Background: an optimization exercise with open tools, aiming at small area and a short achievable clock period. Do not read the settings as production practice. Power and IR drop assume default switching activity.

==> flow/design.v <==
package mem_pkg;
   localparam int WORD_W = 32;
   localparam int REG_ADDR_W = 4;
   localparam int DEF_BASE_ADDR = 1024;
endpackage
import mem_pkg::*;
module data_mem #(
   parameter int DEPTH = 64,
   parameter int SP = 4,
   parameter int NT = DEPTH / SP
) (
   input  logic              clk,
   input  logic              we,      
   input  logic [NT-1:0]     at,      
   input  logic [WORD_W-1:0] wdata,
   output logic [WORD_W-1:0] rdata    
);
   logic [DEPTH-1:0][WORD_W-1:0] ring;
   for (genvar i = 0; i < DEPTH; i++) begin : g_ring
      if (i % SP == 0) begin : g_tap
         always_ff @(posedge clk)
            ring[i] <= (we && at[i / SP]) ? wdata : ring[(i + DEPTH - 1) % DEPTH];
      end else begin : g_shift
         always_ff @(posedge clk)
            ring[i] <= ring[i - 1];
      end
   end
   always_comb begin
      rdata = '0;
      for (int j = 0; j < NT; j++)
         rdata = rdata | ({WORD_W{at[j]}} & ring[(j * SP + DEPTH - 1) % DEPTH]);
   end
endmodule
import mem_pkg::*;
module mem_stage #(
   parameter int DEPTH = 64,
   parameter int BASE_ADDR = DEF_BASE_ADDR
) (
   input  logic                  clk,
   input  logic                  rst,
   input  logic                  wb_en_in,
   input  logic                  mem_read_en_in,
   input  logic                  mem_write_en_in,
   input  logic [WORD_W-1:0]     alu_res_in,
   input  logic [WORD_W-1:0]     val_Rm_in,
   input  logic [REG_ADDR_W-1:0] dest_in,
   output logic                  ready,
   output logic                  wb_en,
   output logic                  mem_read_en,
   output logic [WORD_W-1:0]     alu_res,
   output logic [WORD_W-1:0]     mem_data,
   output logic [REG_ADDR_W-1:0] dest,
   output logic                  addr_err
);
   localparam int AW = $clog2(DEPTH);
   localparam int SP = 4;
   localparam int NT = DEPTH / SP;
   logic busy, s1, s2, s3, s4, done, done_n;
   logic req, in_range, wr_q, ok_q, wacc_q;
   logic [AW-1:0] phase, u;
   logic [NT-1:0] tap_q;
   logic [SP-1:0] hit_q;
   logic [WORD_W-1:0] rdata, hold, word;
   assign req = mem_read_en_in | mem_write_en_in;
   assign ready = ~(done_n & (busy | req));
   assign wb_en = wb_en_in & ready;
   assign mem_read_en = mem_read_en_in & done;    
   assign alu_res = alu_res_in;
   assign dest = dest_in;
   assign in_range = alu_res_in[WORD_W-1:AW+2] == (WORD_W-AW-2)'(BASE_ADDR >> (AW + 2));
   always_ff @(posedge clk or negedge rst)
      if (!rst) begin
         {busy, s1, s2, s3, s4, done} <= '0;
         done_n <= 1'b1;
         wacc_q <= 1'b0;
         addr_err <= 1'b0;
      end else begin
         busy <= (~busy & req) | s1 | s2 | s3 | s4;
         s1 <= ~busy & req;
         s2 <= s1;
         s3 <= s2;
         s4 <= s3;
         done <= s4;
         done_n <= ~s4;
         wacc_q <= (~busy & mem_write_en_in & in_range) | (wacc_q & ~s4);
         if (s4 && !ok_q) addr_err <= 1'b1;
      end
   always_ff @(posedge clk)
      phase <= phase + AW'(1);
   assign u = alu_res_in[AW+1:2] + phase;
   always_ff @(posedge clk)
      if (!busy) begin
         for (int j = 0; j < NT; j++)
            tap_q[j] <= u[AW-1:2] == (AW-2)'(j);
         for (int k = 0; k < SP; k++)
            hit_q[k] <= u[1:0] == 2'(SP - 1 - k);
         wr_q <= mem_write_en_in;
         ok_q <= in_range;
      end else begin
         hit_q <= hit_q >> 1;
      end
   data_mem #(.DEPTH(DEPTH), .SP(SP)) u_mem (
      .clk(clk),
      .we(wacc_q & hit_q[0]),
      .at(tap_q),
      .wdata(val_Rm_in),
      .rdata(rdata)
   );
   assign word = hit_q[0] ? rdata : hold;
   always_ff @(posedge clk)
      hold <= word;
   always_ff @(posedge clk or negedge rst)
      if (!rst) mem_data <= '0;
      else if (s4 && !wr_q) mem_data <= ok_q ? word : '0;
endmodule
Settings: LEC_CHECK=0, ABC_CLOCK_PERIOD_IN_PS=2000, CAP_MARGIN=20, CORE_MARGIN=2, CORE_UTILIZATION=75, PLACE_DENSITY=0.8, SETUP_SLACK_MARGIN=1.9, SLEW_MARGIN=20; clock period 4.0 ns.
standard.sh (not shown) runs the stock make flow with config.mk's settings and CLKGATE_MAP_FILE= SYNTH_SCRIPT=/design/flow/synth_recipe.tcl, a recipe that flattens the netlist after the stock synthesis.
==> flow/flow/run.sh <==
#!/bin/bash
# Layout flow: the standard ORFS flow (standard.sh, unchanged synthesis),
# with the port buffers made plain buffers and clock tree synthesis run
# without dummy loads. Each tool's output goes to standard.log here.
set -euo pipefail
bash standard.sh \
   "BUFFER_PORTS_ARGS=-buffer_cell sky130_fd_sc_hd__buf_2" \
   "CTS_ARGS=-sink_clustering_enable -repair_clock_nets -dont_use_dummy_load -sink_clustering_size 30 -sink_clustering_max_diameter 60" \
   finish > standard.log 2>&1
==> next run, changes <==
--- a/flow/design.v
+++ b/flow/design.v
@@ -54,25 +54,24 @@
 );
    localparam int AW = $clog2(DEPTH);
    localparam int SP = 4;
    localparam int NT = DEPTH / SP;
-   logic busy, s1, s2, s3, s4, done, done_n;
+   logic busy, s1, s2, s3, s4, done, acc;
    logic req, in_range, wr_q, ok_q, wacc_q;
    logic [AW-1:0] phase, u;
    logic [NT-1:0] tap_q;
    logic [SP-1:0] hit_q;
    logic [WORD_W-1:0] rdata, hold, word;
    assign req = mem_read_en_in | mem_write_en_in;
-   assign ready = ~(done_n & (busy | req));
+   assign ready = ~acc & (done | ~req);    
    assign wb_en = wb_en_in & ready;
    assign mem_read_en = mem_read_en_in & done;    
    assign alu_res = alu_res_in;
    assign dest = dest_in;
    assign in_range = alu_res_in[WORD_W-1:AW+2] == (WORD_W-AW-2)'(BASE_ADDR >> (AW + 2));
    always_ff @(posedge clk or negedge rst)
       if (!rst) begin
-         {busy, s1, s2, s3, s4, done} <= '0;
-         done_n <= 1'b1;
+         {busy, s1, s2, s3, s4, done, acc} <= '0;
          wacc_q <= 1'b0;
          addr_err <= 1'b0;
       end else begin
          busy <= (~busy & req) | s1 | s2 | s3 | s4;
@@ -80,9 +79,9 @@
          s2 <= s1;
          s3 <= s2;
          s4 <= s3;
          done <= s4;
-         done_n <= ~s4;
+         acc <= (~busy & req) | s1 | s2 | s3;
          wacc_q <= (~busy & mem_write_en_in & in_range) | (wacc_q & ~s4);
          if (s4 && !ok_q) addr_err <= 1'b1;
       end
    always_ff @(posedge clk)
@@ -90,9 +89,9 @@
    assign u = alu_res_in[AW+1:2] + phase;
    always_ff @(posedge clk)
       if (!busy) begin
          for (int j = 0; j < NT; j++)
-            tap_q[j] <= u[AW-1:2] == (AW-2)'(j);
+            tap_q[j] <= in_range && u[AW-1:2] == (AW-2)'(j);    
          for (int k = 0; k < SP; k++)
             hit_q[k] <= u[1:0] == 2'(SP - 1 - k);
          wr_q <= mem_write_en_in;
          ok_q <= in_range;
@@ -110,6 +109,6 @@
    always_ff @(posedge clk)
       hold <= word;
    always_ff @(posedge clk or negedge rst)
       if (!rst) mem_data <= '0;
-      else if (s4 && !wr_q) mem_data <= ok_q ? word : '0;
+      else if (s4 && !wr_q) mem_data <= word;
 endmodule
- The new run completed without violations
- worst setup slack gains 0.014 ns
- register-to-register slack is worse by 0.19 ns
- clock power barely changes
- design area grows by about 1.2%
- critical path depth went up by 1
- global-route usage hardly moves
- non-clock buffer count is higher by 24
- worst hold slack got worse by 0.20 ns
- count of clock-buffer cells in the layout is unchanged
- area after synthesis stays flat
- combinational power increases by about 16%
- final cell count went up by about 1.2%
Function was not checked in any run of this note: the RTL went through the layout flow alone.

re-timing with driven ports:
The flow's constraints put no driver on any port. The routed layouts listed below were extracted and timed again, unchanged, in two steps.
Step 1 assumes that a clkbuf_16 drives the clock port and a buf_2 every other input.
Step 2 also shifts input and output timing later by t, the mid clock arrival at the registers, as if the neighbouring blocks saw the same clock.
Three values: ideal ports, drivers, drivers and shift; two values: the first two.
run	t (ns)	setup slack, ns	slew at the worst register clock pin (ns)
the first run	0.720	1.655 / 1.589 / 1.248	0.11 / 0.11
the second run	0.718	1.669 / 1.601 / 1.128	0.12 / 0.12
After both steps setup and hold are still met in every run listed. The setup slack of the second run, which loses most, moves by -0.068 ns with the drivers and by -0.541 ns with both steps.
